What follows belongs to an exercise in optimizing a design on an open flow for small area, a short achievable clock period and few clock cycles; a production flow would make more cautious choices. RTL that was checked went through simulation tests only; none was proved equivalent to the original. No functional check of the RTL was part of runs 2 to 4. Power is estimated from default activity; no workload was simulated.

--- design/flow/design.v ---
package battle_pkg;
    localparam int x_w      = 10;
    localparam int hp_w     = 12;
    localparam int slot_cnt = 8;
    localparam int slot_w   = 3;
    localparam int type_w   = 2;
    localparam int uhp_w    = 8;    
    localparam int dmg_w    = 8;    
    localparam int thp_w    = 9;    
    localparam int cnt_w    = 4;    
    localparam logic [x_w-1:0]   enemy_spawn_x = 10'd10;
    localparam logic [x_w-1:0]   army_spawn_x  = 10'd570;
    localparam logic [thp_w-1:0] tower_hp_init = 9'd400;
    function automatic logic [uhp_w-1:0] unit_hp(input logic [type_w-1:0] t);
        case (t)
            2'd0: unit_hp = 8'd30;
            2'd1: unit_hp = 8'd80;
            2'd2: unit_hp = 8'd50;
            default: unit_hp = 8'd150;
        endcase
    endfunction
    function automatic logic [4:0] unit_atk(input logic [type_w-1:0] t);
        case (t)
            2'd0: unit_atk = 5'd6;
            2'd1: unit_atk = 5'd12;
            2'd2: unit_atk = 5'd9;
            default: unit_atk = 5'd25;
        endcase
    endfunction
    function automatic logic [cnt_w-1:0] unit_strike(input logic [type_w-1:0] t);
        case (t)
            2'd0: unit_strike = 4'd4;
            2'd1: unit_strike = 4'd6;
            2'd2: unit_strike = 4'd5;
            default: unit_strike = 4'd8;
        endcase
    endfunction
    function automatic logic [cnt_w-1:0] unit_last(input logic [type_w-1:0] t);
        case (t)
            2'd0: unit_last = 4'd7;
            2'd1: unit_last = 4'd11;
            2'd2: unit_last = 4'd9;
            default: unit_last = 4'd15;
        endcase
    endfunction
    function automatic logic [2:0] unit_speed(input logic [type_w-1:0] t);
        case (t)
            2'd0: unit_speed = 3'd6;
            2'd1: unit_speed = 3'd3;
            2'd2: unit_speed = 3'd4;
            default: unit_speed = 3'd2;
        endcase
    endfunction
    function automatic logic [6:0] unit_range(input logic [type_w-1:0] t);
        case (t)
            2'd0: unit_range = 7'd40;
            2'd1: unit_range = 7'd20;
            2'd2: unit_range = 7'd100;
            default: unit_range = 7'd25;
        endcase
    endfunction
endpackage
`timescale 1ns/1ps
module unit_squad #(
    parameter bit side_enemy = 1'b1
) (
    input  logic                          clk_25MHz,
    input  logic                          rst,
    input  logic                          start,
    input  logic                          spawn_go,
    input  logic [battle_pkg::type_w-1:0] spawn_type,
    input  logic                          frame_go,
    input  logic                          opp_alive,      
    input  logic [battle_pkg::x_w-1:0]    opp_front_x,    
    input  logic [battle_pkg::dmg_w-1:0]  dmg_in,         
    output logic                          has_free,
    output logic                          any_alive,
    output logic [battle_pkg::slot_w:0]   alive_count,
    output logic [battle_pkg::x_w-1:0]    front_x,
    output logic [battle_pkg::dmg_w-1:0]  dmg_unit,       
    output logic [battle_pkg::dmg_w-1:0]  dmg_tower       
);
    localparam int n  = battle_pkg::slot_cnt;
    localparam int xw = battle_pkg::x_w;
    localparam logic [xw-1:0] spawn_x = side_enemy ? battle_pkg::enemy_spawn_x :
                                                     battle_pkg::army_spawn_x;
    function automatic logic ge_f(input logic [10:0] a, input logic [10:0] b);
        ge_f = 1'b1;
        for (int k = 0; k < 11; k++)
            ge_f = (a[k] & ~b[k]) | (~(~a[k] & b[k]) & ge_f);
    endfunction
    function automatic logic [5:0] pair_atk(input logic [1:0] ta, input logic [1:0] tb);
        case ({ta, tb})
            4'h0: pair_atk = 6'd12;  4'h1: pair_atk = 6'd18;  4'h2: pair_atk = 6'd15;  4'h3: pair_atk = 6'd31;
            4'h4: pair_atk = 6'd18;  4'h5: pair_atk = 6'd24;  4'h6: pair_atk = 6'd21;  4'h7: pair_atk = 6'd37;
            4'h8: pair_atk = 6'd15;  4'h9: pair_atk = 6'd21;  4'ha: pair_atk = 6'd18;  4'hb: pair_atk = 6'd34;
            default: pair_atk = (tb == 2'd0) ? 6'd31 : (tb == 2'd1) ? 6'd37 : (tb == 2'd2) ? 6'd34 : 6'd50;
        endcase
    endfunction
    function automatic logic [9:0] spawn_r(input logic [1:0] t);
        if (side_enemy)
            case (t)
                2'd0: spawn_r = 10'd50;
                2'd1: spawn_r = 10'd30;
                2'd2: spawn_r = 10'd110;
                default: spawn_r = 10'd35;
            endcase
        else
            case (t)
                2'd0: spawn_r = 10'd530;
                2'd1: spawn_r = 10'd550;
                2'd2: spawn_r = 10'd470;
                default: spawn_r = 10'd545;
            endcase
    endfunction
    logic [n-1:0]                    alive_q;
    logic [battle_pkg::type_w-1:0]   type_q [n];
    logic [xw-1:0]                   r_q    [n];    
    logic [battle_pkg::uhp_w-1:0]    hp_q   [n];
    logic [battle_pkg::cnt_w-1:0]    c_q    [n];
    logic [battle_pkg::slot_w:0]     count_q;
    logic [xw-1:0]                   front_q;
    logic [n-1:0]                 opp_in, tower_in, strike;
    logic [xw-1:0]                r_nx   [n];
    logic [xw-1:0]                x_nx   [n];
    logic [battle_pkg::cnt_w-1:0] c_nx   [n];
    logic [4:0]                   atk    [n];
    for (genvar i = 0; i < n; i++) begin : g_step
        logic [battle_pkg::cnt_w-1:0] c;
        logic [xw-1:0] rng;
        logic go;
        assign c   = c_q[i];
        assign rng = xw'(battle_pkg::unit_range(type_q[i]));
        if (side_enemy) begin : g_e
            assign opp_in[i]   = opp_alive && ge_f(11'(r_q[i]), 11'(opp_front_x));
            assign tower_in[i] = (r_q[i] >= 10'd570);
            assign r_nx[i]     = (c == '0) && !go ?
                                 r_q[i] + xw'(battle_pkg::unit_speed(type_q[i])) : r_q[i];
            assign x_nx[i]     = r_nx[i] - rng;
        end else begin : g_a
            assign opp_in[i]   = opp_alive && ge_f(11'(opp_front_x), 11'(r_q[i]));
            assign tower_in[i] = (r_q[i] <= 10'd70);
            assign r_nx[i]     = (c == '0) && !go ?
                                 r_q[i] - xw'(battle_pkg::unit_speed(type_q[i])) : r_q[i];
            assign x_nx[i]     = r_nx[i] + rng;
        end
        assign go        = opp_in[i] || tower_in[i];
        assign strike[i] = alive_q[i] && (c == battle_pkg::unit_strike(type_q[i]));
        assign c_nx[i]   = (c == '0) ? {3'd0, go} :
                           (c == battle_pkg::unit_last(type_q[i])) ? '0 : c + 1'b1;
        assign atk[i]    = battle_pkg::unit_atk(type_q[i]);
    end
    logic [5:0] pu [4], pt [4];
    for (genvar k = 0; k < 4; k++) begin : g_pair
        logic [5:0] both;
        logic       u0, u1, t0, t1;
        assign both = pair_atk(type_q[2*k], type_q[2*k+1]);
        assign u0 = strike[2*k]   &&  opp_in[2*k];
        assign u1 = strike[2*k+1] &&  opp_in[2*k+1];
        assign t0 = strike[2*k]   && !opp_in[2*k];
        assign t1 = strike[2*k+1] && !opp_in[2*k+1];
        assign pu[k] = (u0 && u1) ? both : u0 ? 6'(atk[2*k]) : u1 ? 6'(atk[2*k+1]) : '0;
        assign pt[k] = (t0 && t1) ? both : t0 ? 6'(atk[2*k]) : t1 ? 6'(atk[2*k+1]) : '0;
    end
    assign dmg_unit  = (8'(pu[0]) + 8'(pu[1])) + (8'(pu[2]) + 8'(pu[3]));
    assign dmg_tower = (8'(pt[0]) + 8'(pt[1])) + (8'(pt[2]) + 8'(pt[3]));
    logic [n-1:0] beats [n];    
    logic [n-1:0] is_f, is_s;
    for (genvar i = 0; i < n; i++) begin : g_cmp
        for (genvar j = 0; j < n; j++) begin : g_j
            if (i < j) begin : g_lt
                assign beats[i][j] = side_enemy ? ge_f(11'(x_nx[i]), 11'(x_nx[j])) :
                                                  ge_f(11'(x_nx[j]), 11'(x_nx[i]));
            end else if (i > j) begin : g_gt
                assign beats[i][j] = !beats[j][i];
            end else begin : g_eq
                assign beats[i][j] = 1'b1;
            end
        end
        assign is_f[i] = alive_q[i] && &(beats[i] | ~alive_q);
        assign is_s[i] = alive_q[i] && !is_f[i] && &(beats[i] | ~alive_q | is_f);
    end
    logic [battle_pkg::uhp_w-1:0] f_hp;
    logic [xw-1:0]                f_x, s_x;
    logic [battle_pkg::uhp_w:0]   hp_left;
    logic                         kill;
    logic [n-1:0]                 k_hit;    
    always_comb begin
        f_hp = '0;
        f_x  = '0;
        s_x  = '0;
        for (int i = 0; i < n; i++) begin
            f_hp = f_hp | (is_f[i] ? hp_q[i] : '0);
            f_x  = f_x  | (is_f[i] ? x_nx[i] : '0);
            s_x  = s_x  | (is_s[i] ? x_nx[i] : '0);
        end
        if (!(|is_f)) f_x = spawn_x;
        if (!(|is_s)) s_x = spawn_x;
    end
    assign hp_left = {1'b0, f_hp} - {1'b0, dmg_in};
    for (genvar i = 0; i < n; i++) begin : g_kill
        assign k_hit[i] = ge_f(11'(dmg_in), 11'(hp_q[i]));
    end
    assign kill    = |(is_f & k_hit);
    logic [n-1:0] free_1h;
    always_comb begin
        free_1h = '0;
        for (int i = n - 1; i >= 0; i--)
            if (!alive_q[i]) free_1h = n'(1) << i;
    end
    logic [battle_pkg::slot_w:0] count_m1;
    assign count_m1    = count_q - 1'b1;
    assign alive_count = count_q;
    assign has_free    = !count_q[battle_pkg::slot_w];
    assign any_alive   = |count_q;
    assign front_x     = front_q;
    always_ff @(posedge clk_25MHz) begin
        if (rst || start) begin
            alive_q <= '0;
            count_q <= '0;
            front_q <= spawn_x;
        end else if (frame_go) begin
            alive_q <= alive_q & ~(kill ? is_f : '0);
            if (kill) count_q <= count_m1;
            front_q <= kill ? s_x : f_x;
        end else if (spawn_go) begin
            alive_q <= alive_q | free_1h;
            count_q <= count_q + 1'b1;
        end
    end
    logic [battle_pkg::uhp_w-1:0] hp_wr;
    assign hp_wr = frame_go ? hp_left[battle_pkg::uhp_w-1:0] : battle_pkg::unit_hp(spawn_type);
    for (genvar i = 0; i < n; i++) begin : g_slot
        always_ff @(posedge clk_25MHz)
            if ((spawn_go && free_1h[i]) || (frame_go && is_f[i]))
                hp_q[i] <= hp_wr;
        always_ff @(posedge clk_25MHz) begin
            if (spawn_go && free_1h[i]) begin
                type_q[i] <= spawn_type;
                r_q[i]    <= spawn_r(spawn_type);
                c_q[i]    <= '0;
            end else if (frame_go) begin
                r_q[i] <= r_nx[i];
                c_q[i] <= c_nx[i];
            end
        end
    end
endmodule
`timescale 1ns/1ps
module battle_referee (
    input  logic                         clk_25MHz,
    input  logic                         rst,
    input  logic                         start,
    input  logic                         frame_valid,
    input  logic                         spawn_valid,
    input  logic                         spawn_enemy,
    input  logic                         has_free_e,
    input  logic                         has_free_a,
    input  logic [battle_pkg::dmg_w-1:0] dmg_tower_e,    
    input  logic [battle_pkg::dmg_w-1:0] dmg_tower_a,    
    output logic                         frame_ready,
    output logic                         spawn_ready,
    output logic                         frame_go,
    output logic                         spawn_go_e,
    output logic                         spawn_go_a,
    output logic [battle_pkg::hp_w-1:0]  tower_hp_enemy,
    output logic [battle_pkg::hp_w-1:0]  tower_hp_army,
    output logic                         game_win,
    output logic                         game_lose
);
    logic                         run_q;    
    logic [battle_pkg::thp_w-1:0] tw_e_q, tw_a_q;
    logic [battle_pkg::thp_w-1:0] tw_e_nx, tw_a_nx;
    assign frame_ready = run_q;
    assign spawn_ready = run_q && (spawn_enemy ? has_free_e : has_free_a);
    assign frame_go    = frame_valid && run_q;
    assign spawn_go_e  = spawn_valid && spawn_enemy && run_q && has_free_e;
    assign spawn_go_a  = spawn_valid && !spawn_enemy && run_q && has_free_a;
    logic fall_e, fall_a;
    assign fall_a  = (battle_pkg::thp_w'(dmg_tower_e) >= tw_a_q);
    assign fall_e  = (battle_pkg::thp_w'(dmg_tower_a) >= tw_e_q);
    assign tw_a_nx = fall_a ? '0 : tw_a_q - battle_pkg::thp_w'(dmg_tower_e);
    assign tw_e_nx = fall_e ? '0 : tw_e_q - battle_pkg::thp_w'(dmg_tower_a);
    always_ff @(posedge clk_25MHz) begin
        if (rst) begin
            run_q     <= 1'b0;
            game_win  <= 1'b0;
            game_lose <= 1'b0;
            tw_e_q    <= '0;
            tw_a_q    <= '0;
        end else if (start) begin
            run_q     <= 1'b1;
            game_win  <= 1'b0;
            game_lose <= 1'b0;
            tw_e_q    <= battle_pkg::tower_hp_init;
            tw_a_q    <= battle_pkg::tower_hp_init;
        end else if (frame_go) begin
            tw_e_q <= tw_e_nx;
            tw_a_q <= tw_a_nx;
            if (fall_a) begin   
                game_lose <= 1'b1;
                run_q     <= 1'b0;
            end else if (fall_e) begin
                game_win <= 1'b1;
                run_q    <= 1'b0;
            end
        end
    end
    assign tower_hp_enemy = {tw_e_q, 3'b000} + {2'b00, tw_e_q, 1'b0};
    assign tower_hp_army  = {tw_a_q, 3'b000} + {2'b00, tw_a_q, 1'b0};
endmodule
`timescale 1ns/1ps
module battle_engine (
    input  logic                          clk_25MHz,
    input  logic                          rst,
    input  logic                          start,
    input  logic                          frame_valid,
    output logic                          frame_ready,
    input  logic                          spawn_valid,
    output logic                          spawn_ready,
    input  logic                          spawn_enemy,
    input  logic [battle_pkg::type_w-1:0] spawn_type,
    output logic [battle_pkg::hp_w-1:0]   tower_hp_enemy,
    output logic [battle_pkg::hp_w-1:0]   tower_hp_army,
    output logic [battle_pkg::slot_w:0]   enemy_count,
    output logic [battle_pkg::slot_w:0]   army_count,
    output logic [battle_pkg::x_w-1:0]    enemy_front_x,
    output logic [battle_pkg::x_w-1:0]    army_front_x,
    output logic                          game_win,
    output logic                          game_lose
);
    logic                           frame_go;
    logic                           spawn_go_e;
    logic                           spawn_go_a;
    logic                           has_free_e;
    logic                           has_free_a;
    logic                           alive_e;
    logic                           alive_a;
    logic [battle_pkg::dmg_w-1:0]   dmg_unit_e;
    logic [battle_pkg::dmg_w-1:0]   dmg_tower_e;
    logic [battle_pkg::dmg_w-1:0]   dmg_unit_a;
    logic [battle_pkg::dmg_w-1:0]   dmg_tower_a;
    unit_squad #(.side_enemy(1'b1)) u_enemy (
        .clk_25MHz(clk_25MHz), .rst(rst), .start(start),
        .spawn_go(spawn_go_e), .spawn_type(spawn_type), .frame_go(frame_go),
        .opp_alive(alive_a), .opp_front_x(army_front_x), .dmg_in(dmg_unit_a),
        .has_free(has_free_e), .any_alive(alive_e), .alive_count(enemy_count),
        .front_x(enemy_front_x), .dmg_unit(dmg_unit_e), .dmg_tower(dmg_tower_e)
    );
    unit_squad #(.side_enemy(1'b0)) u_army (
        .clk_25MHz(clk_25MHz), .rst(rst), .start(start),
        .spawn_go(spawn_go_a), .spawn_type(spawn_type), .frame_go(frame_go),
        .opp_alive(alive_e), .opp_front_x(enemy_front_x), .dmg_in(dmg_unit_e),
        .has_free(has_free_a), .any_alive(alive_a), .alive_count(army_count),
        .front_x(army_front_x), .dmg_unit(dmg_unit_a), .dmg_tower(dmg_tower_a)
    );
    battle_referee u_ref (
        .clk_25MHz(clk_25MHz), .rst(rst), .start(start),
        .frame_valid(frame_valid), .spawn_valid(spawn_valid), .spawn_enemy(spawn_enemy),
        .has_free_e(has_free_e), .has_free_a(has_free_a),
        .dmg_tower_e(dmg_tower_e), .dmg_tower_a(dmg_tower_a),
        .frame_ready(frame_ready), .spawn_ready(spawn_ready), .frame_go(frame_go),
        .spawn_go_e(spawn_go_e), .spawn_go_a(spawn_go_a),
        .tower_hp_enemy(tower_hp_enemy), .tower_hp_army(tower_hp_army),
        .game_win(game_win), .game_lose(game_lose)
    );
endmodule
--- design/flow/flow/run.sh ---
#!/bin/bash
set -euo pipefail
bash standard.sh SETUP_SLACK_MARGIN=9.8 \
    'BUFFER_PORTS_ARGS=-buffer_cell sky130_fd_sc_hd__buf_2' \
    finish > standard_make.log 2>&1
--- design/flow/standard.sh ---
#!/bin/bash
# synth_recipe.tcl (not shown) runs the flow's synth.tcl, then flattens the netlist and writes it again
# the make line also repeats each setting of config.mk as NAME=value (left out here)
make -C /OpenROAD-flow-scripts/flow DESIGN_CONFIG=/design/flow/config.mk WORK_HOME=/design/flow/orfs CLKGATE_MAP_FILE= SYNTH_SCRIPT=/design/flow/synth_recipe.tcl "${@:-finish}"
--- design/flow/config.mk ---
export PLATFORM = sky130hd
export DESIGN_NAME = battle_engine
export DESIGN_NICKNAME = battle_engine
export VERILOG_FILES = /design/flow/design.v
export SDC_FILE = /design/flow/constraint.sdc
export NUM_CORES = 4
export LEC_CHECK = 0
export ABC_AREA = 1
export CAP_MARGIN = 20
export CORE_MARGIN = 2
export CORE_UTILIZATION = 40
export CTS_BUF_LIST = sky130_fd_sc_hd__clkbuf_8
export SETUP_SLACK_MARGIN = 5
export SLEW_MARGIN = 20
--- design/flow/constraint.sdc ---
create_clock -name core_clock -period 18.0 [get_ports {clk_25MHz}]
set_input_delay 3.6000 -clock core_clock [delete_from_list [all_inputs] [get_ports {clk_25MHz}]]
set_output_delay 3.6000 -clock core_clock [all_outputs]
set_load 0.01 [all_outputs]
==> results of run 1 <==
[how the worst max path moves through the flow]
stage	end	from	slack, ns
finish	spawn_ready	spawn_enemy	9.81
global route	u_army.hp_q[0][7]	u_army.r_q[2][1]	9.75
CTS	spawn_ready	spawn_enemy	9.80
detailed placement	u_enemy.hp_q[2][7]	u_army.front_q[0]	8.76
global placement	u_enemy.hp_q[1][7]	u_army.front_q[0]	8.76
floorplan	spawn_ready	spawn_enemy	10.52
[layer usage]
| metal | vias to the layer above | GRT usage |
|---|---|---|
| met4 | 6 | 0.223 |
| met5 | - | 0 |
| met2 | 3979 | 0.563 |
| li1 | 30000 | - |
| met3 | 915 | 0.0770 |
| met1 | 31000 | 0.488 |
[cells by family (layout without fill, tap and decap cells)]
logic type | Yosys count | in the layout | share of synthesized area
buffers and inverters | 1466 | 1736 | 0.102
adders and majority gates | 461 | 461 | 0.107
xor gates and xnor gates | 251 | 251 | 0.0456
DFF | 449 | 449 | 0.216
other | 1 | 6 | 0.0000665
AOI/OAI and AO/OA | 1671 | 1671 | 0.173
and+or+nand+nor | 4557 | 4557 | 0.357
muxes | 2 | 2 | 0.000355
[power by group]
part           internal [W]  switching (W)  leakage (nW)
clock network      0.000604       0.000559          1.08
logic               0.00127        0.00337          26.1
registers           0.00125       0.000147          4.01
[area by class of cell]
| class | instances | area (µm²) | area share |
|---|---|---|---|
| Clock inverter | 75 | 522 | 0.00824 |
| Tap cell | 1876 | 2350 | 0.0370 |
| Timing Repair Buffer | 296 | 2310 | 0.0365 |
| Antenna cell | 4 | 10.0 | 0.000158 |
| Clock buffer | 100 | 1380 | 0.0217 |
| Multi-Input combinational cell | 6944 | 39600 | 0.625 |
| Inverter | 1265 | 4930 | 0.0778 |
| Sequential cell | 449 | 12200 | 0.193 |
[critical path, stage by stage]
cell,delay [ns]
buf_2,0.11
clkinvlp_4,0.27
nor2_4,0.21
buf_12,0.15
o21a_1,0.11
buf_2,0.12
[timing repair]
action,in CTS,in global routing
resized for setup,71,243
setup endpoints to repair,123,137
hold buffers,0,0
setup buffers,34,97
pin swaps,13,22
[per-stage QoR]
| stage | cells | worst slack [ns] | utilization |
|---|---|---|---|
| after floorplan | 8859 | 10.52 | - |
| after global placement | 10700 | 8.76 | 0.422 |
| after detailed placement | 10700 | 8.76 | 0.422 |
| after CTS | 10900 | 9.80 | 0.440 |
| after global routing | 11000 | 9.75 | 0.453 |
| final | 11000 | 9.81 | 0.453 |
[flip-flops by register name, summed over array words and instances (netlist names), 4 cells and up]
signal,cells
u_enemy.alive_q,8
u_enemy.hp_q,64
u_army.c_q,32
u_enemy.type_q,16
u_enemy.count_q,4
u_army.r_q,80
u_army.count_q,4
u_enemy.c_q,32
u_enemy.r_q,80
u_army.alive_q,8
u_army.hp_q,64
u_army.type_q,16
u_army.front_q,10
u_ref.tw_a_q,9
u_enemy.front_q,10
u_ref.tw_e_q,9
[placed cells by master (no fill, tap or decap), types with 29 or more instances in the layout]
master      netlist  final
inv_1          1132   1130
clkinvlp_4        0     30
buf_2            48     61
clkinv_1         21     29
o22ai_1         236    236
nor2_2           42     42
nand3b_1         30     30
ha_1            414    385
o21ai_0         622    597
nand2_4          23     37
nor3_1           60     55
nand3_2          30     31
o21ai_1          41     60
a21oi_1         429    420
nand3_1         888    881
xnor2_1          48     45
a31oi_1          31     30
o211ai_1         45     45
dfxtp_1         129    110
clkbuf_8          0    100
nor2_1          500    490
fa_1             36     35
buf_4            24    210
nand2_1        2639   2607
nand2_2         103    118
a22oi_1          32     32
inv_2           101     97
xor2_1          170    150
nor2_4           31     41
nand4_1         104    104
edfxtp_1        320    320
==> results.rst, run 1 <==
.. list-table::
   :header-rows: 1

   * - Metric
     - Value
   * - Biggest fanout along the worst timing path
     - 2
   * - Detail Placement HPWL
     - around 220,000 µm
   * - Met2 routed wirelength
     - between 100,000 and 150,000 µm
   * - Antenna violations before repair
     - 15
   * - Critical Path Source Type
     - input pin
   * - Area share of the leading cell type in the synthesized netlist
     - 0.176
   * - Hold Path Depth
     - 2
   * - RePlAce Congestion
     - approximately 1.1
   * - Lkg Pwr
     - ~31 nW
   * - Share of cells above drive strength 1
     - 0.119
   * - Count of mapped cells out of synthesis
     - approximately 9,000
   * - Aggregate global-route resource usage
     - 0.373
   * - Crit path kind
     - in -> out
   * - Share of async-settable or async-resettable flops after synthesis
     - 0
   * - Final hold slack
     - between 0.4 and 0.5 ns
   * - Hold path startpoint
     - u_ref.game_lose
   * - Post-Synthesis Mean Instance Area
     - roughly 6.4 µm²
   * - Layout overhead on the synthesized area
     - 12.3%
   * - Total length of routed wires
     - around 280,000 µm
   * - Worst-case reg-to-reg path depth
     - 38
   * - Type of element capturing the critical path
     - primary output
   * - Min cycle time layout
     - 8.19 ns
   * - Starting utilization of the core area
     - 0.404
   * - Die X-Extent
     - about 380 µm
   * - Clock Latency Late Sink
     - just over 0.8 ns
   * - Number of flops mapped to enable cells by yosys
     - 320
   * - Grt total ovfl
     - 0
   * - Number of iterations in the first detailed-routing pass
     - 9
   * - Final Setup Violations
     - 0
   * - Met1 wire length
     - approximately 110,000 µm
   * - Clock tree buffer depth
     - 3
   * - Highest metal layer with signal wires
     - met5
   * - CP arrival
     - about 4.6 ns
   * - TNS Setup
     - 0 ns
   * - Clock tree from TritonCTS
     - done
   * - Outcome
     - complete, no violations
   * - Residual DRC count
     - 0
   * - Full die area
     - 144,000 µm²
   * - Number of ports placed on the die boundary
     - 64
   * - Worst vdd rail ir drop
     - between 0.08 and 0.09 mV
   * - Data required time at the worst endpoint
     - between 10 and 15 ns
   * - Final std cell area, no fill
     - ~63,000 µm²
   * - CTS clk-pin slew, worst paths
     - around 0.050 ns
   * - Slew headroom
     - 0.205
   * - Placed standard-cell area
     - roughly 59,000 µm²
   * - Number of failing hold endpoints at the final stage
     - 0
   * - Final Skew
     - approximately 0.042 ns
   * - Number of buffers added on ports
     - ~60
   * - Total power
     - 0.00720 W
   * - Most frequent cells after synthesis
     - nand2_1 (2,639), inv_1 (1,132), nand3_1 (888)
   * - Clock buffers created by TritonCTS
     - 93
   * - Hold EP
     - u_ref.game_lose
   * - Antenna-violating nets left
     - 0
   * - Filler cell count
     - around 15,000
   * - Most frequently used cell type in the post-synthesis netlist
     - nand2_1
   * - Routed via count divided by cell count
     - between 5 and 6
   * - Total length of routed met3 wires
     - 31,100 µm
   * - Largest net degree at the start of global routing
     - 50
   * - Die height
     - around 380 µm
   * - RSZ-0062 raised after global routing
     - no
   * - Max-cap violation count
     - 0
   * - Detail-routed net length per standard cell
     - between 20 and 30 µm
   * - Final-report max-slew violation count
     - 0
   * - Worst min-delay path class
     - reg -> reg
   * - Total number of H-tree levels
     - 3
   * - Core ar.
     - roughly 140,000 µm²
   * - Vias in the first global route
     - between 50,000 and 60,000
   * - Number of vias in the routed layout
     - ~66,000
   * - Sink count of the clock tree
     - 449
   * - P per Cell Area
     - 114 nW/µm²
   * - Worst Tran Pin Value
     - approximately 1.2 ns
   * - Warnings from Yosys
     - 25
   * - Number of placement rows
     - ~140
   * - Area contributors post-synth
     - nand2_1 (18%), edfxtp_1 (17%), ha_1 (9.2%), nand3_1 (7.9%), inv_1 (7.5%)
   * - Unique masters post-synth
     - 91
   * - Fmax
     - 0.122 GHz
   * - Wire length of the first global-routing pass
     - between 400,000 and 500,000 µm
   * - Fin nets
     - about 9,500
   * - Violation count after the first detailed-route iteration
     - between 8,000 and 9,000
   * - Combined area of all synthesized cells
     - roughly 56,000 µm²
   * - Slack of the worst reg-to-reg path
     - a little over 10 ns
   * - Root cell of the clock tree
     - clkbuf_8
   * - Portion of the clock cycle consumed by the worst path in the final layout
     - 0.455
   * - Reg2Reg Launch Point
     - u_army.type_q[3][0]
   * - Dominant register cell in the synthesized netlist
     - edfxtp_1
   * - #FFs+latches synth
     - 449
   * - Seq/Total Area, Yosys
     - 0.216
   * - Capture instance of the worst register-to-register path
     - u_enemy.front_q[1]
   * - Post-synth top area cell
     - nand2_1
Testbench counts, summed over its fixed seeds: cycles 24,292.
==> inputs of run 2 (changes only) <==
--- a/design/flow/design.v
+++ b/design/flow/design.v
@@ -180,26 +180,23 @@
         assign is_f[i] = alive_q[i] && &(beats[i] | ~alive_q);
         assign is_s[i] = alive_q[i] && !is_f[i] && &(beats[i] | ~alive_q | is_f);
     end
-    logic [battle_pkg::uhp_w-1:0] f_hp;
     logic [xw-1:0]                f_x, s_x;
-    logic [battle_pkg::uhp_w:0]   hp_left;
+    logic [battle_pkg::uhp_w:0]   hp_left [n];    
     logic                         kill;
     logic [n-1:0]                 k_hit;    
     always_comb begin
-        f_hp = '0;
         f_x  = '0;
         s_x  = '0;
         for (int i = 0; i < n; i++) begin
-            f_hp = f_hp | (is_f[i] ? hp_q[i] : '0);
             f_x  = f_x  | (is_f[i] ? x_nx[i] : '0);
             s_x  = s_x  | (is_s[i] ? x_nx[i] : '0);
         end
         if (!(|is_f)) f_x = spawn_x;
         if (!(|is_s)) s_x = spawn_x;
     end
-    assign hp_left = {1'b0, f_hp} - {1'b0, dmg_in};
     for (genvar i = 0; i < n; i++) begin : g_kill
-        assign k_hit[i] = ge_f(11'(dmg_in), 11'(hp_q[i]));
+        assign hp_left[i] = {1'b0, hp_q[i]} - {1'b0, dmg_in};
+        assign k_hit[i]   = hp_left[i][battle_pkg::uhp_w] || (hp_left[i][battle_pkg::uhp_w-1:0] == '0);
     end
     assign kill    = |(is_f & k_hit);
     logic [n-1:0] free_1h;
@@ -228,12 +225,12 @@
             count_q <= count_q + 1'b1;
         end
     end
-    logic [battle_pkg::uhp_w-1:0] hp_wr;
-    assign hp_wr = frame_go ? hp_left[battle_pkg::uhp_w-1:0] : battle_pkg::unit_hp(spawn_type);
+    logic [battle_pkg::uhp_w-1:0] hp_sp;
+    assign hp_sp = battle_pkg::unit_hp(spawn_type);
     for (genvar i = 0; i < n; i++) begin : g_slot
         always_ff @(posedge clk_25MHz)
             if ((spawn_go && free_1h[i]) || (frame_go && is_f[i]))
-                hp_q[i] <= hp_wr;
+                hp_q[i] <= frame_go ? hp_left[i][battle_pkg::uhp_w-1:0] : hp_sp;
         always_ff @(posedge clk_25MHz) begin
             if (spawn_go && free_1h[i]) begin
                 type_q[i] <= spawn_type;
==> run 2 against run 1 <==
Effect of this change:
- still clean
- utilization decreased by 1.6 points
- clock power about the same
- clock skew increased by 0.056 ns
==> results.rst, run 2 <==
.. list-table::
   :header-rows: 1

   * - Metric
     - Value
   * - Outcome
     - complete, no violations
   * - Most used cells in the layout excluding fill and tap cells
     - nand2_1 (2,811), inv_1 (1,244), nand3_1 (988)
   * - Hold EP
     - u_ref.game_lose
   * - Antenna-violating nets left
     - 0
   * - P per Cell Area
     - approximately 110 nW/µm²
   * - Type of element capturing the critical path
     - flop
   * - Grt total ovfl
     - 0
   * - GR Util met1
     - 0.468
   * - RePlAce Congestion
     - between 1 and 1.5
   * - Core ar.
     - approximately 150,000 µm²
   * - Largest net degree at the start of global routing
     - 96
   * - Hold path startpoint
     - u_ref.game_lose
   * - Root cell of the clock tree
     - clkbuf_8
   * - Detail Placement HPWL
     - between 200,000 and 250,000 µm
   * - Number of placement rows
     - between 100 and 150
   * - Routed via count divided by cell count
     - around 5.9
   * - Most frequently used cell type in the post-synthesis netlist
     - nand2_1
   * - Residual DRC count
     - 0
   * - Number of flops mapped to enable cells by yosys
     - 320
   * - Full die area
     - between 150,000 and 200,000 µm²
   * - Die height
     - 388 µm
   * - TNS Setup
     - 0 ns
   * - Library cell appearing most often on the critical path
     - nand2_1
   * - Slack of the worst reg-to-reg path
     - between 9 and 10 ns
   * - Total number of H-tree levels
     - 3
   * - Slew headroom
     - 0.200
   * - Largest incremental delay on the critical path
     - 0.91 ns
   * - Biggest fanout along the worst timing path
     - 11
   * - Global routing met2 resource utilization
     - 0.511
   * - Crit path kind
     - reg -> reg
   * - Clock tree from TritonCTS
     - done
   * - Combined area of all synthesized cells
     - ~59,000 µm²
   * - Dominant register cell in the synthesized netlist
     - edfxtp_1
   * - Seq/Total Area, Yosys
     - 0.207
   * - Detail-routed net length per standard cell
     - 23.8 µm
   * - Capture instance of the worst register-to-register path
     - u_army.front_q[5]
   * - Area share of the leading cell type in the synthesized netlist
     - 0.179
   * - Clock tree buffer depth
     - 3
   * - Count of mapped cells out of synthesis
     - between 9,000 and 10,000
   * - Share of async-settable or async-resettable flops after synthesis
     - 0
   * - Number of buffers added on ports
     - 61
   * - Clock buffers created by TritonCTS
     - 92
   * - Number of iterations in the first detailed-routing pass
     - 7
   * - Unique masters post-synth
     - 90
   * - Hold-fix buffers, CTS
     - 0
   * - Total length of routed wires
     - approximately 270,000 µm
   * - Critical-path cell with the highest stage delay
     - dfxtp_1
   * - Aggregate global-route resource usage
     - 0.345
   * - Violation count after the first detailed-route iteration
     - approximately 9,200
   * - Max-cap violation count
     - 0
   * - Die X-Extent
     - ~390 µm
   * - Area contributors post-synth
     - nand2_1 (18%), edfxtp_1 (16%), ha_1 (11%), nand3_1 (8.4%), inv_1 (7.7%)
   * - Data required time at the worst endpoint
     - 18.72 ns
   * - Worst min-delay path class
     - reg -> reg
   * - Min cycle time layout
     - 8.01 ns
   * - Portion of the clock cycle consumed by the worst path in the final layout
     - 0.445
   * - Post-synth top area cell
     - nand2_1
   * - Lkg Pwr
     - 32.0 nW
   * - Clock Latency Late Sink
     - 0.91 ns
   * - Fin nets
     - around 10,000
   * - Share of cells above drive strength 1
     - 0.0736
   * - Reg2Reg Launch Point
     - u_army.front_q[8]
   * - Number of vias in the routed layout
     - between 60,000 and 70,000
   * - Critical Path Source Type
     - flop
   * - Leading registers by flop count
     - u_army.r_q: 80 flops, u_enemy.r_q: 80 flops
   * - Most frequent cells after synthesis
     - nand2_1 (2,813), inv_1 (1,205), nand3_1 (990)
   * - Starting utilization of the core area
     - 0.403
   * - CTS clk-pin slew, worst paths
     - around 0.060 ns
   * - Layer carrying the most global-route usage
     - met2
   * - Worst Tran Pin Value
     - 1.20 ns
   * - Most frequent standard cell in the layout excluding fill and tap cells
     - nand2_1
   * - Total power
     - between 0.006 and 0.007 W
   * - Fmax
     - 0.125 GHz
   * - Layout overhead on the synthesized area
     - 8.35%
   * - Wire length of the first global-routing pass
     - between 300,000 and 400,000 µm
   * - RSZ-0062 raised after global routing
     - no
   * - Sink count of the clock tree
     - 449
   * - CP arrival
     - around 8.7 ns
   * - Final Skew
     - a little under 0.1 ns
   * - #FFs+latches synth
     - about 450
   * - Hold Path Depth
     - 2
   * - Post-Synthesis Mean Instance Area
     - approximately 6.4 µm²
   * - Final-report max-slew violation count
     - 0
   * - Met3 Use GR
     - 0.0808
   * - Vias in the first global route
     - about 60,000
   * - Worst-case reg-to-reg path depth
     - 34
   * - Final Setup Violations
     - 0
   * - Antenna violations before repair
     - 22
   * - Number of ports placed on the die boundary
     - between 60 and 70
   * - Worst vdd rail ir drop
     - approximately 0.068 mV
   * - Number of failing hold endpoints at the final stage
     - 0
   * - Warnings from Yosys
     - 27
[run 2: stage by stage]
step | area [µm²] | utilization | setup slack, ns | hold slack [ns] | std cells
3_3_place_gp | 61500 | 0.422 | 9.65 | 0.440 | 11100
4_1_cts | 63400 | 0.434 | 9.84 | 0.451 | 11300
6_report | 63800 | 0.437 | 9.99 | 0.448 | 11300
5_1_grt | 63800 | 0.437 | 9.76 | 0.486 | 11300
3_5_place_dp | 61500 | 0.422 | 9.58 | 0.442 | 11100
2_1_floorplan | 58900 | - | 10.52 | 0.474 | 9226
[run 2: final cells by class]
cell class	instances	area [µm²]
Antenna cell	8	20.0
Multi-Input combinational cell	7279	41100
Clock inverter	67	427
Sequential cell	449	12200
Inverter	1311	4980
Timing Repair Buffer	179	1240
Fill cell	15400	82100
Clock buffer	105	1450
Tap cell	1917	2400
[run 2: worst max path at each step]
stage | start | endpoint | slack, ns
global placement | u_army.front_q[9] | u_army.front_q[4] | 9.65
finish | u_army.front_q[8] | u_army.front_q[5] | 9.99
floorplan | spawn_enemy | spawn_ready | 10.52
CTS | u_army.front_q[7] | u_army.front_q[5] | 9.84
detailed placement | u_army.front_q[9] | u_army.front_q[5] | 9.58
global route | u_enemy.type_q[6][0] | u_enemy.front_q[3] | 9.76
[run 2: report_power, final]
| group | leakage, nW | internal [W] | total [W] | switching [W] |
|---|---|---|---|---|
| logic | 26.9 | 0.00115 | 0.00424 | 0.00310 |
| registers | 3.99 | 0.00124 | 0.00138 | 0.000141 |
| clock network | 1.12 | 0.000585 | 0.00116 | 0.000573 |
| total | 32.0 | 0.00297 | 0.00678 | 0.00381 |
[run 2: what timing repair did]
| item | in CTS | in global routing |
|---|---|---|
| cloned | 0 | 0 |
| setup endpoints to repair | 19 | 42 |
| gates resized for setup | 1 | 60 |
| pin swaps | 0 | 2 |
| buffers inserted | 0 | 16 |
[run 2: layer usage]
layer,wire length (µm),vias up,part of all wire
met4,14800,12,0.055
met3,31200,677,0.12
met1,112000,31000,0.42
li1,-,30900,-
met5,81,-,0.00030
met2,111000,3836,0.41
[run 2: critical path, delay by kind of cell (launching register included)]
kind	cells	cell delay (ns)
adder cells (fa/ha/maj)	4	2.16
AND/OR/NAND/NOR	17	1.86
XOR/XNOR	1	0.14
flip-flops	1	0.91
AO/OA/AOI/OAI	4	1.05
buffers and inverters	8	1.73
[run 2: logic make-up after synthesis]
group | after synthesis | share of synthesized area
buf+inv | 1498 | 0.0999
flops | 449 | 0.207
mux | 7 | 0.00119
xor+xnor | 342 | 0.0564
simple gates | 4752 | 0.348
other cells | 1 | 0.0000637
compound gates | 1600 | 0.159
fa+ha+maj | 576 | 0.129
==> inputs of run 3 (changes only) <==
==> design/flow/flow/run.sh (replaced) <==
#!/bin/bash
set -euo pipefail
bash standard.sh SETUP_SLACK_MARGIN=10 \
    'BUFFER_PORTS_ARGS=-buffer_cell sky130_fd_sc_hd__buf_2' \
    'PLACE_PINS_ARGS=-group_pins {spawn_enemy spawn_ready}' \
    finish > standard_make.log 2>&1
==> run 3 against run 2 <==
Effect of this change:
- critical endpoint is now u_enemy.front_q[8]
- cell area grew 0.35%
- global-route usage shrank 0.59 points
- hold slack better by 0.0019 ns
- via count rose by 0.55%
- final cell count up 0.11%
- count of clock-buffer cells in the layout up 1
- utilization increased by 0.15 points
- largest power group unchanged
==> results.rst, run 3 <==
.. list-table::
   :header-rows: 1

   * - Metric
     - Value
   * - CTS clk-pin slew, worst paths
     - around 0.06 ns
   * - P per Cell Area
     - 106 nW/µm²
   * - Number of flops mapped to enable cells by yosys
     - 320
   * - Detail Placement HPWL
     - 206,000 µm
   * - Most frequent standard cell in the layout excluding fill and tap cells
     - nand2_1
   * - Number of failing hold endpoints at the final stage
     - 0
   * - Critical Path Source Type
     - flop
   * - Largest incremental delay on the critical path
     - between 0.7 and 0.8 ns
   * - Most frequent cells after synthesis
     - nand2_1 (2,813), inv_1 (1,205), nand3_1 (990)
   * - Library cell appearing most often on the critical path
     - nand2_1
   * - Total length of routed met3 wires
     - roughly 31,000 µm
   * - Number of iterations in the first detailed-routing pass
     - 7
   * - Seq/Total Area, Yosys
     - 0.207
   * - Layout overhead on the synthesized area
     - 8.73%
   * - Number of ports placed on the die boundary
     - 64
   * - Final Skew
     - roughly 0.11 ns
   * - Post-synth top area cell
     - nand2_1
   * - Fin nets
     - between 9,000 and 10,000
   * - Count of mapped cells out of synthesis
     - 9,225
   * - Area share of the leading cell type in the synthesized netlist
     - 0.179
   * - Met2 routed wirelength
     - around 110,000 µm
   * - Register share of total power
     - 0.203
   * - Vias in the first global route
     - between 60,000 and 70,000
   * - Clock tree from TritonCTS
     - done
   * - Int Pwr
     - 0.00302 W
   * - RePlAce Congestion
     - 1.07
   * - Number of placement rows
     - between 100 and 150
   * - Number of vias in the routed layout
     - between 60,000 and 70,000
   * - Warnings from Yosys
     - 27
   * - Worst vdd rail ir drop
     - 0.0683 mV
   * - Leading registers by flop count
     - u_army.r_q: 80 flops, u_enemy.r_q: 80 flops
   * - Core ar.
     - between 100,000 and 150,000 µm²
   * - Worst min-delay path class
     - reg -> reg
   * - Total length of routed wires
     - ~260,000 µm
   * - Filler cell count
     - between 15,000 and 20,000
   * - Final-report max-slew violation count
     - 0
   * - Final std cell area, no fill
     - between 60,000 and 70,000 µm²
   * - Die height
     - just under 400 µm
   * - CP arrival
     - around 8.6 ns
   * - Portion of total power attributed to combinational logic
     - 0.618
   * - TNS Setup
     - 0 ns
   * - Power dissipated by switching net loads
     - roughly 0.0038 W
   * - RSZ-0062 raised after global routing
     - yes
   * - Worst-case reg-to-reg path depth
     - 40
   * - Post-Synthesis Mean Instance Area
     - about 6.4 µm²
   * - Combined area of all synthesized cells
     - 58,900 µm²
   * - Biggest fanout along the worst timing path
     - 11
   * - Most frequently used cell type in the post-synthesis netlist
     - nand2_1
   * - Final Setup Violations
     - 0
   * - Clock tree buffer depth
     - 3
   * - Reg2Reg Launch Point
     - u_army.front_q[3]
   * - Lkg Pwr
     - 32.1 nW
   * - Placed standard-cell area
     - roughly 60,000 µm²
   * - Type of element capturing the critical path
     - flop
   * - Data required time at the worst endpoint
     - around 19 ns
   * - Share of async-settable or async-resettable flops after synthesis
     - 0
   * - Min cycle time layout
     - approximately 7.9 ns
   * - Area contributors post-synth
     - nand2_1 (18%), edfxtp_1 (16%), ha_1 (11%), nand3_1 (8.4%), inv_1 (7.7%)
   * - Fmax
     - around 0.13 GHz
   * - Detail-routed net length per standard cell
     - 23.4 µm
   * - Max-cap violation count
     - 0
   * - Clock Latency Late Sink
     - around 0.89 ns
   * - Outcome
     - complete, no violations
   * - Power share of the clock group
     - 0.179
   * - Aggregate global-route resource usage
     - 0.339
   * - Sequential Area
     - 12,200 µm²
   * - Capture instance of the worst register-to-register path
     - u_enemy.front_q[8]
   * - Multi-input gate area in the final layout
     - ~41,000 µm²
   * - Portion of the clock cycle consumed by the worst path in the final layout
     - 0.438
   * - Switching part of the total
     - 0.554
   * - Met1 wire length
     - ~110,000 µm
   * - Die X-Extent
     - 388 µm
   * - Violation count after the first detailed-route iteration
     - ~8,500
   * - Wire length of the first global-routing pass
     - roughly 400,000 µm
   * - Residual DRC count
     - 0
   * - Clock buffers created by TritonCTS
     - 94
   * - Antenna violations before repair
     - 11
   * - Slack of the worst reg-to-reg path
     - 10.12 ns
   * - Root cell of the clock tree
     - clkbuf_8
   * - Crit path kind
     - reg -> reg
   * - Number of buffers added on ports
     - between 60 and 70
   * - Critical-path cell with the highest stage delay
     - xor2_1
   * - Share of cells above drive strength 1
     - 0.0759
   * - Hold EP
     - u_ref.game_lose
   * - #FFs+latches synth
     - about 450
   * - Grt total ovfl
     - 0
   * - Routed via count divided by cell count
     - ~5.9
   * - Sink count of the clock tree
     - around 450
   * - Antenna-violating nets left
     - 0
   * - Total number of H-tree levels
     - 3
   * - Largest net degree at the start of global routing
     - 67
   * - Highest metal layer with signal wires
     - met5
   * - Hold path startpoint
     - u_ref.game_lose
   * - Most used cells in the layout excluding fill and tap cells
     - nand2_1 (2,809), inv_1 (1,229), nand3_1 (988)
   * - Hold Path Depth
     - 2
   * - Unique masters post-synth
     - 90
   * - Worst Tran Pin Value
     - ~1.1 ns
   * - Full die area
     - about 150,000 µm²
   * - Dominant register cell in the synthesized netlist
     - edfxtp_1
   * - Slew headroom
     - 0.245
   * - Starting utilization of the core area
     - 0.403
## run 3: stage by stage
| stage | cells | util | power [W] | hold slack (ns) | worst slack, ns |
|---|---|---|---|---|---|
| final | 11300 | 0.439 | 0.00678 | 0.450 | 10.12 |
| after global routing | 11300 | 0.439 | 0.00717 | 0.489 | 9.84 |
| after CTS | 11300 | 0.436 | 0.00658 | 0.452 | 10.00 |
| after detailed placement | 11100 | 0.422 | 0.00535 | 0.442 | 9.65 |
| after global placement | 11100 | 0.422 | 0.00533 | 0.439 | 9.34 |
| after floorplan | 9226 | - | 0.00400 | 0.474 | 10.52 |
## run 3: cell families after synthesis
| group | count (synthesis) | synth area share |
|---|---|---|
| buf+inv | 1498 | 0.0999 |
| mux | 7 | 0.00119 |
| simple gates | 4752 | 0.348 |
| flops | 449 | 0.207 |
| fa+ha+maj | 576 | 0.129 |
| compound gates | 1600 | 0.159 |
| xor+xnor | 342 | 0.0564 |
| other cells | 1 | 0.0000637 |
## run 3: cell type report
| cell class | instances | share of cell area |
|---|---|---|
| Antenna cell | 12 | 0.000469 |
| Timing Repair Buffer | 183 | 0.0196 |
| Clock inverter | 71 | 0.00805 |
| Sequential cell | 449 | 0.191 |
| Clock buffer | 106 | 0.0228 |
| Inverter | 1311 | 0.0777 |
| Tap cell | 1917 | 0.0375 |
| Multi-Input combinational cell | 7279 | 0.643 |
## run 3: how the worst max path moves through the flow
stage	start	to	slack, ns	depth (start not counted)
final	u_army.front_q[3]	u_enemy.front_q[8]	10.12	40
after global routing	u_army.type_q[0][1]	u_enemy.front_q[8]	9.84	34
after CTS	u_army.type_q[2][0]	u_enemy.front_q[8]	10.00	27
after detailed placement	u_army.front_q[7]	u_enemy.front_q[8]	9.65	41
after global placement	u_army.front_q[3]	u_enemy.front_q[8]	9.34	43
after floorplan	spawn_enemy	spawn_ready	10.52	3
## run 3: power by group through the flow
| stage | logic, W | registers [W] | clock network [W] |
|---|---|---|---|
| after floorplan | 0.00266 | 0.00134 | 0 |
| after global placement | 0.00394 | 0.00139 | 0 |
| after detailed placement | 0.00396 | 0.00139 | 0 |
| after CTS | 0.00398 | 0.00137 | 0.00123 |
| after global routing | 0.00451 | 0.00139 | 0.00127 |
| final | 0.00419 | 0.00138 | 0.00121 |
## run 3: critical path, delay by kind of cell, from the launching register on
family	cells	cell delay, ns
flops	1	0.60
compound gates	9	1.84
simple gates	23	2.48
buf+inv	5	1.42
fa+ha+maj	1	0.42
xor+xnor	2	0.98
## run 3: what timing repair did
action	CTS	global route
gates resized for setup	16	60
hold endpoints to repair	0	0
pin swaps	0	4
buffers inserted	0	16
hold buffers	0	0
endpoints found under the setup margin	6	57
## run 3: metal layers
metal	vias up	track usage
met5	-	0
met4	2	0.178
met3	825	0.0904
met2	3805	0.506
met1	31300	0.446
li1	30900	-
==> inputs of run 4 (changes only) <==
==> design/flow/flow/run.sh (replaced) <==
#!/bin/bash
set -euo pipefail
R=orfs/results/$FLOW_PLATFORM/battle_engine/base
L=orfs/logs/$FLOW_PLATFORM/battle_engine/base
LIB=$FLOW_HOME/platforms/$FLOW_PLATFORM/lib/sky130_fd_sc_hd__tt_025C_1v80.lib
YOSYS=$(command -v yosys || echo "$FLOW_HOME/../tools/install/yosys/bin/yosys")

bash standard.sh synth > standard_synth.log 2>&1

cp $R/1_2_yosys.v $R/1_2_yosys_standard.v
DU=$(grep -o -- "-dont_use [^ ]*" $L/1_2_yosys.log | sort -u | tr '\n' ' ')
KEEP=$(grep -o "sky130_fd_sc_hd__[a-z0-9_]*" $R/1_2_yosys_standard.v | sort -u \
       | grep -E "__(df|edf|sdf|dl|conb)" | tr '\n' ' ')
sed -e "s#@LIB@#$LIB#g" -e "s#@DU@#$DU#" -e "s#@KEEP@#$KEEP#" \
    -e "s#@IN@#$R/1_2_yosys_standard.v#" -e "s#@OUT@#$R/1_2_yosys.v#" \
    flow/remap.ys > remap_run.ys
"$YOSYS" -s remap_run.ys > remap.log 2>&1
rm -f $R/1_synth.odb $R/1_synth.sdc

bash standard.sh SETUP_SLACK_MARGIN=10.2 \
    'BUFFER_PORTS_ARGS=-buffer_cell sky130_fd_sc_hd__buf_2' \
    'PLACE_PINS_ARGS=-group_pins {spawn_enemy spawn_ready}' \
    finish > standard_make.log 2>&1
==> design/flow/flow/remap.ys (new file) <==
# Re-map the combinational logic of the standard synthesis netlist with an
# area-oriented ABC script. Registers (and tie cells) are kept as they are:
# same instances, names and cell types.
read_liberty -ignore_miss_func @LIB@
read_verilog @IN@
hierarchy -top battle_engine
blackbox @KEEP@
flatten
opt_clean -purge
abc -liberty @LIB@ @DU@ -script +strash;dc2;dch;map,-B,0.5;topo;
splitnets
opt_clean -purge
hilomap -singleton -hicell sky130_fd_sc_hd__conb_1 HI -locell sky130_fd_sc_hd__conb_1 LO
insbuf -buf sky130_fd_sc_hd__buf_4 A X
opt_clean -purge
tee -o remap_stat.txt stat -liberty @LIB@
write_verilog -noattr -noexpr -nohex -nodec @OUT@
==> run 4 against run 3 <==
Effect of this change:
- still clean
- power shrank 21%
- register-to-register slack gained 0.15 ns
- sequential cell count stayed put
- routed wire length is 21% higher
- hold slack got worse by 0.0087 ns
- count of clock-buffer cells in the layout fell by 1
- via count rose by 9.4%
- clock skew shrank 0.037 ns
- utilization up 0.98 points
- worst setup slack improved by 0.15 ns
- critical endpoint is now u_army.count_q[1]
- largest cell class unchanged
- highest routed layer unchanged
==> results.rst, run 4 <==
.. list-table::
   :header-rows: 1

   * - Metric
     - Value
   * - Outcome
     - complete, no violations
   * - Portion of the clock cycle consumed by the worst path in the final layout
     - 0.429
   * - Critical Path Source Type
     - flop
   * - Core ar.
     - around 130,000 µm²
   * - Library cell appearing most often on the critical path
     - nand2_1
   * - Root cell of the clock tree
     - clkbuf_8
   * - Max-cap violation count
     - 0
   * - Routed via count divided by cell count
     - between 6 and 7
   * - Die X-Extent
     - approximately 370 µm
   * - Crit path kind
     - reg -> reg
   * - Number of placement rows
     - ~140
   * - Vias in the first global route
     - between 60,000 and 70,000
   * - Hold-fix buffers, CTS
     - 0
   * - Number of vias in the routed layout
     - ~73,000
   * - Data required time at the worst endpoint
     - between 15 and 20 ns
   * - Die height
     - 372 µm
   * - Count of mapped cells out of synthesis
     - roughly 9,400
   * - Clock tree from TritonCTS
     - done
   * - Total length of routed wires
     - about 320,000 µm
   * - Final Setup Violations
     - 0
   * - Clock Latency Late Sink
     - around 0.9 ns
   * - Most frequent standard cell in the layout excluding fill and tap cells
     - nand2_1
   * - Clock tree buffer depth
     - 3
   * - Wire length of the first global-routing pass
     - 453,000 µm
   * - Number of buffers added on ports
     - 61
   * - RePlAce Congestion
     - approximately 1.1
   * - CP arrival
     - between 8 and 9 ns
   * - Share of cells above drive strength 1
     - 0.0713
   * - P per Cell Area
     - about 88 nW/µm²
   * - Sink count of the clock tree
     - between 400 and 500
   * - Total number of H-tree levels
     - 3
   * - Antenna-violating nets left
     - 0
   * - CTS clk-pin slew, worst paths
     - approximately 0.06 ns
   * - Layout overhead on the synthesized area
     - 11.7%
   * - Critical-path cell with the highest stage delay
     - a21boi_0
   * - Grt total ovfl
     - 0
   * - PnR worst setup slack
     - ~10 ns
   * - Aggregate global-route resource usage
     - 0.446
   * - Filler cell count
     - between 10,000 and 15,000
   * - Clock buffers created by TritonCTS
     - 94
   * - Number of iterations in the first detailed-routing pass
     - 9
   * - Post-route core utilization
     - 0.449
   * - Detail-routed net length per standard cell
     - 27.5 µm
   * - Violation count after the first detailed-route iteration
     - just under 10,000
   * - Combined area of all synthesized cells
     - approximately 54,000 µm²
   * - Most used cells in the layout excluding fill and tap cells
     - nand2_1 (3,524), nand3_1 (1,337), clkinv_1 (989)
   * - Number of ports placed on the die boundary
     - 64
   * - Starting utilization of the core area
     - 0.401
   * - Warnings from Yosys
     - 27
   * - Fin nets
     - approximately 9,800
   * - Worst min-delay path class
     - reg -> reg
   * - Leading registers by flop count
     - u_army.r_q: 80 flops, u_enemy.r_q: 80 flops
   * - Fmax
     - 0.129 GHz
   * - Antenna violations before repair
     - 8
   * - Worst vdd rail ir drop
     - 0.0905 mV
   * - Total power
     - ~0.0053 W
   * - Worst Tran Pin Value
     - about 1.2 ns
   * - Post-Synthesis Mean Instance Area
     - ~5.7 µm²
   * - Full die area
     - 138,000 µm²
   * - RSZ-0062 raised after global routing
     - no
   * - Largest incremental delay on the critical path
     - 0.59 ns
   * - Detail Placement HPWL
     - ~250,000 µm
   * - Largest net degree at the start of global routing
     - 81
   * - Final Skew
     - 0.0713 ns
   * - TNS Setup
     - 0 ns
   * - Residual DRC count
     - 0
   * - Post-Place Setup Slack
     - about 8.6 ns
   * - Slew headroom
     - 0.181
   * - Number of failing hold endpoints at the final stage
     - 0
   * - Type of element capturing the critical path
     - flop
   * - Final-report max-slew violation count
     - 0
   * - Biggest fanout along the worst timing path
     - 10
   * - Min cycle time layout
     - between 7 and 8 ns
   * - Lkg Pwr
     - ~27 nW
run 4: final cells by class:
class,instances,area (µm²),area share
Tap cell,1781,2230,0.0368
Multi-Input combinational cell,7942,38500,0.636
Inverter,1024,3960,0.0653
Antenna cell,18,45.0,0.000744
Timing Repair Buffer,239,1640,0.0271
Clock buffer,105,1450,0.0239
Clock inverter,68,494,0.00816
Sequential cell,449,12200,0.202
run 4: layer usage:
layer / up-vias / track usage / routed length, µm
met2: 4831 / 0.669 / 134000
met1: 33900 / 0.540 / 119000
met4: 4 / 0.375 / 31800
met3: 1282 / 0.105 / 35100
li1: 33100 / - / -
met5: - / 0 / 84
run 4: through the flow:
| step | instance area, µm² | hold slack (ns) | cells |
|---|---|---|---|
| global placement | 57500 | 0.429 | 11400 |
| CTS | 59700 | 0.444 | 11600 |
| finish | 60500 | 0.441 | 11600 |
| detailed placement | 57600 | 0.435 | 11400 |
| floorplan | 54200 | 0.466 | 9449 |
| global route | 60500 | 0.468 | 11600 |
run 4: path summary, 6_finish.rpt:
path	start	to	slack [ns]	cells past startpoint
hold reg to reg	u_ref.game_win	u_ref.game_win	0.44	2
setup reg to reg	u_enemy.front_q[2]	u_army.count_q[1]	10.27	41
hold / removal	u_ref.game_win	u_ref.game_win	0.44	2
setup / recovery	u_enemy.front_q[2]	u_army.count_q[1]	10.27	41
run 4: power breakdown:
| part | switching (W) | total [W] | internal, W |
|---|---|---|---|
| Combinational | 0.00211 | 0.00281 | 0.000701 |
| Clock | 0.000594 | 0.00121 | 0.000617 |
| Sequential | 0.000110 | 0.00133 | 0.00122 |
run 4: what timing repair did:
item / in CTS / in global routing
pin swaps: 0 / 15
buffers inserted: 3 / 46
hold endpoints to repair: 0 / 0
endpoints found under the setup margin: 120 / 99
gates resized for setup: 82 / 142
run 4: worst max-delay path: cells and delay by family, from the launching register on:
kind	cells	cell delay [ns]
and+or+nand+nor	29	3.87
buffers and inverters	6	1.69
DFF	1	0.29
AOI/OAI and AO/OA	6	1.73
==> inputs of run 5 (changes only) <==
--- a/design/flow/design.v
+++ b/design/flow/design.v
@@ -180,23 +180,26 @@
         assign is_f[i] = alive_q[i] && &(beats[i] | ~alive_q);
         assign is_s[i] = alive_q[i] && !is_f[i] && &(beats[i] | ~alive_q | is_f);
     end
+    logic [battle_pkg::uhp_w-1:0] f_hp;
     logic [xw-1:0]                f_x, s_x;
-    logic [battle_pkg::uhp_w:0]   hp_left [n];    
+    logic [battle_pkg::uhp_w:0]   hp_left;
     logic                         kill;
     logic [n-1:0]                 k_hit;    
     always_comb begin
+        f_hp = '0;
         f_x  = '0;
         s_x  = '0;
         for (int i = 0; i < n; i++) begin
+            f_hp = f_hp | (is_f[i] ? hp_q[i] : '0);
             f_x  = f_x  | (is_f[i] ? x_nx[i] : '0);
             s_x  = s_x  | (is_s[i] ? x_nx[i] : '0);
         end
         if (!(|is_f)) f_x = spawn_x;
         if (!(|is_s)) s_x = spawn_x;
     end
+    assign hp_left = {1'b0, f_hp} - {1'b0, dmg_in};
     for (genvar i = 0; i < n; i++) begin : g_kill
-        assign hp_left[i] = {1'b0, hp_q[i]} - {1'b0, dmg_in};
-        assign k_hit[i]   = hp_left[i][battle_pkg::uhp_w] || (hp_left[i][battle_pkg::uhp_w-1:0] == '0);
+        assign k_hit[i] = ge_f(11'(dmg_in), 11'(hp_q[i]));
     end
     assign kill    = |(is_f & k_hit);
     logic [n-1:0] free_1h;
@@ -225,12 +228,12 @@
             count_q <= count_q + 1'b1;
         end
     end
-    logic [battle_pkg::uhp_w-1:0] hp_sp;
-    assign hp_sp = battle_pkg::unit_hp(spawn_type);
+    logic [battle_pkg::uhp_w-1:0] hp_wr;
+    assign hp_wr = frame_go ? hp_left[battle_pkg::uhp_w-1:0] : battle_pkg::unit_hp(spawn_type);
     for (genvar i = 0; i < n; i++) begin : g_slot
         always_ff @(posedge clk_25MHz)
             if ((spawn_go && free_1h[i]) || (frame_go && is_f[i]))
-                hp_q[i] <= frame_go ? hp_left[i][battle_pkg::uhp_w-1:0] : hp_sp;
+                hp_q[i] <= hp_wr;
         always_ff @(posedge clk_25MHz) begin
             if (spawn_go && free_1h[i]) begin
                 type_q[i] <= spawn_type;
--- a/design/flow/flow/run.sh
+++ b/design/flow/flow/run.sh
@@ -17,7 +17,7 @@
 "$YOSYS" -s remap_run.ys > remap.log 2>&1
 rm -f $R/1_synth.odb $R/1_synth.sdc
 
-bash standard.sh SETUP_SLACK_MARGIN=10.2 \
+bash standard.sh SETUP_SLACK_MARGIN=10.6 \
     'BUFFER_PORTS_ARGS=-buffer_cell sky130_fd_sc_hd__buf_2' \
     'PLACE_PINS_ARGS=-group_pins {spawn_enemy spawn_ready}' \
     finish > standard_make.log 2>&1
==> run 5 against run 4 <==
Effect of this change:
- still clean
- clock power hardly changed
- critical path type is now in -> out
- global-route usage is 3.0 points lower
- first-iteration DRC count is 15% lower
- register-to-register slack better by 0.45 ns
- via count is 13% lower
- critical path depth is 36 lower
==> results.rst, run 5 <==
.. list-table::
   :header-rows: 1

   * - Metric
     - Value
   * - Outcome
     - complete, no violations
   * - Portion of the clock cycle consumed by the worst path in the final layout
     - 0.426
   * - Worst min-delay path class
     - reg -> reg
   * - PnR worst setup slack
     - 10.33 ns
   * - Worst vdd rail ir drop
     - ~0.087 mV
   * - Starting utilization of the core area
     - 0.401
   * - Largest incremental delay on the critical path
     - approximately 0.16 ns
   * - Ordered cell list for the critical path
     - buf_12 > clkinv_8 > nor2_4 > o21a_1 > buf_2
   * - Number of iterations in the first detailed-routing pass
     - 12
   * - Combined area of all synthesized cells
     - roughly 49,000 µm²
   * - Worst-case reg-to-reg path depth
     - 35
   * - Total length of routed wires
     - 274,000 µm
   * - Share of cells above drive strength 1
     - 0.107
   * - Largest net degree at the start of global routing
     - 47
   * - Full die area
     - 127,000 µm²
   * - Most frequent standard cell in the layout excluding fill and tap cells
     - nand2_1
   * - Total number of H-tree levels
     - 3
   * - Total length of routed met3 wires
     - approximately 25,000 µm
   * - Aggregate global-route resource usage
     - 0.416
   * - Launch point of the worst path
     - spawn_enemy
   * - Hold EP
     - u_ref.game_lose
   * - Total power
     - ~0.0054 W
   * - RSZ-0062 raised after global routing
     - yes
   * - Post-Synthesis Mean Instance Area
     - 6.06 µm²
   * - Capture instance of the worst register-to-register path
     - u_army.front_q[2]
   * - Number of vias in the routed layout
     - 63,600
   * - Lkg Pwr
     - approximately 24 nW
   * - Routed via count divided by cell count
     - 6.22
   * - Fin nets
     - 8,499
   * - Antenna violations before repair
     - 11
   * - Core ar.
     - roughly 120,000 µm²
   * - Clock tree buffer depth
     - 3
   * - Number of buffers added on ports
     - 61
   * - Cell family with most CP delay
     - buffers and inverters
   * - Clock tree from TritonCTS
     - done
   * - Warnings from Yosys
     - 25
   * - Wire length of the first global-routing pass
     - 390,000 µm
   * - Reg2Reg Launch Point
     - u_enemy.front_q[5]
   * - CTS clk-pin slew, worst paths
     - 0.06 ns
   * - Data required time at the worst endpoint
     - between 10 and 15 ns
   * - Number of failing hold endpoints at the final stage
     - 0
   * - Filler cell count
     - around 13,000
   * - Type of element capturing the critical path
     - primary output
   * - Count of buffer and inverter cells on the critical path
     - 3
   * - RePlAce Congestion
     - 1.09
   * - Final Setup Violations
     - 0
   * - Slew headroom
     - 0.127
   * - Final-report max-slew violation count
     - 0
   * - Detail Placement HPWL
     - 211,000 µm
   * - Crit path kind
     - in -> out
   * - Critical Path Source Type
     - input pin
   * - Number of placement rows
     - ~130
   * - Violation count after the first detailed-route iteration
     - just over 8,000
   * - Root cell of the clock tree
     - clkbuf_8
   * - Fmax
     - 0.130 GHz
   * - CP arrival
     - between 4 and 5 ns
   * - Max-cap violation count
     - 0
   * - Final Skew
     - 0.0804 ns
   * - Met2 routed wirelength
     - 120,000 µm
   * - Hold Path Depth
     - 2
   * - Number of ports placed on the die boundary
     - 64
   * - Count of mapped cells out of synthesis
     - between 8,000 and 9,000
   * - Die height
     - roughly 360 µm
   * - Detail-routed net length per standard cell
     - about 27 µm
   * - Post-Place Setup Slack
     - between 8 and 9 ns
   * - Biggest fanout along the worst timing path
     - 2
   * - Clock buffers created by TritonCTS
     - 93
   * - Met1 wire length
     - 100,000 µm
   * - Hold path startpoint
     - u_ref.game_lose
   * - Die X-Extent
     - 356 µm
   * - Critical-path cell with the highest stage delay
     - o21a_1
   * - Clock Latency Late Sink
     - approximately 0.88 ns
   * - Layout overhead on the synthesized area
     - 14.8%
   * - Vias in the first global route
     - ~58,000
   * - Leading registers by flop count
     - u_army.r_q: 80 flops, u_enemy.r_q: 80 flops
   * - Antenna-violating nets left
     - 0
   * - Slack of the worst reg-to-reg path
     - about 11 ns
   * - Worst Tran Pin Value
     - roughly 1.3 ns
   * - Min cycle time layout
     - 7.67 ns
   * - Sink count of the clock tree
     - between 400 and 500
   * - Most used cells in the layout excluding fill and tap cells
     - nand2_1 (2,669), nand3_1 (903), clkinv_1 (900)
   * - Residual DRC count
     - 0
   * - Grt total ovfl
     - 0
   * - P per Cell Area
     - roughly 95 nW/µm²
   * - Highest metal layer with signal wires
     - met5
   * - TNS Setup
     - 0 ns
-- run 5: worst max-delay path by stage --
stage / cells after the start / end / slack (ns)
after global placement: 34 / u_enemy.count_q[3] / 8.55
final: 5 / spawn_ready / 10.33
after CTS: 5 / spawn_ready / 10.33
after floorplan: 3 / spawn_ready / 10.52
after global routing: 5 / spawn_ready / 10.32
after detailed placement: 30 / u_enemy.hp_q[2][6] / 8.57
-- run 5: worst register-to-register path: cells and delay by family (launching register included) --
kind | cells | cell delay [ns]
flops | 1 | 0.30
simple gates | 20 | 2.97
buf+inv | 8 | 1.98
compound gates | 7 | 1.82
-- run 5: final cells by class --
type / count / area [µm²] / share of cell area
multi-input combinational: 6704 / 34700 / 0.612
sequential: 449 / 12200 / 0.215
inverter: 981 / 3940 / 0.0694
tap: 1637 / 2050 / 0.0361
timing repair buffer: 262 / 1870 / 0.0329
clock buffer: 110 / 1510 / 0.0266
clock inverter: 66 / 467 / 0.00821
antenna: 7 / 17.5 / 0.000308
-- run 5: per-stage QoR --
step	std cells	hold WS (ns)	instance area [µm²]	utilization
after CTS	10100	0.446	55200	0.448
after detailed placement	9951	0.436	52600	0.426
after floorplan	8168	0.467	49500	-
after global placement	9951	0.430	52600	0.426
after global routing	10200	0.460	56800	0.461
final	10200	0.441	56800	0.461
-- run 5: power by group --
part / switching (W) / leakage [nW] / internal [W]
clock: 0.000572 / 1.11 / 0.000634
sequential: 0.000123 / 4.00 / 0.00122
combinational: 0.00208 / 18.4 / 0.000770
total: 0.00277 / 23.5 / 0.00263
-- run 5: routing by layer --
metal,vias up,GRT usage
met4,4,0.366
met2,3887,0.656
li1,29100,-
met3,1032,0.0803
met1,29500,0.482
met5,-,0
-- run 5: timing repair --
item                                    in CTS  in global routing
hold buffers                                 0                  0
resized for setup                          198                279
pin swaps                                    3                 16
endpoints found under the setup margin     287                203
buffers inserted                            12                 70
gates cloned                                 0                  0
Testbench counts of run 5, summed over its fixed seeds: cycles 24,292.

-- re-timing with driven ports --
The flow's constraints put no driver on any port. The routed layouts listed below were extracted and timed again, unchanged, in two steps.
Step 1 sets driving cells, clkbuf_16 on the clock port and buf_2 on the other inputs (assumed; they add their load-dependent delay and slew).
Step 2 also shifts input and output timing later by t, the mid clock arrival at the registers, as if the neighbouring blocks saw the same clock.
a / b / c = ideal ports / drivers / drivers and shift; a / b = the first two.
run | shift t [ns] | setup slack, ns | hold WS [ns] | worst slew at a driven data input, ns | cell pins on the clock port's net
run 1 | 0.890 | 9.815 / 9.789 / 9.789 | 0.456 / 0.456 / 0.456 | 0.04 | 1
run 2 | 0.934 | 9.990 / 9.990 / 9.990 | 0.448 / 0.448 / 0.448 | 0.03 | 1
run 3 | 0.912 | 10.122 / 10.122 / 10.122 | 0.450 / 0.450 / 0.450 | 0.03 | 1
run 4 | 0.931 | 10.273 / 10.263 / 9.487 | 0.441 / 0.441 / 0.441 | 0.04 | 1
run 5 | 0.914 | 10.334 / 10.286 / 10.207 | 0.441 / 0.441 / 0.441 | 0.06 | 1
After both steps setup and hold are still met in every run listed. For run 4, which loses most, drivers alone change the setup slack by -0.010 ns; drivers and shift together by -0.786 ns.
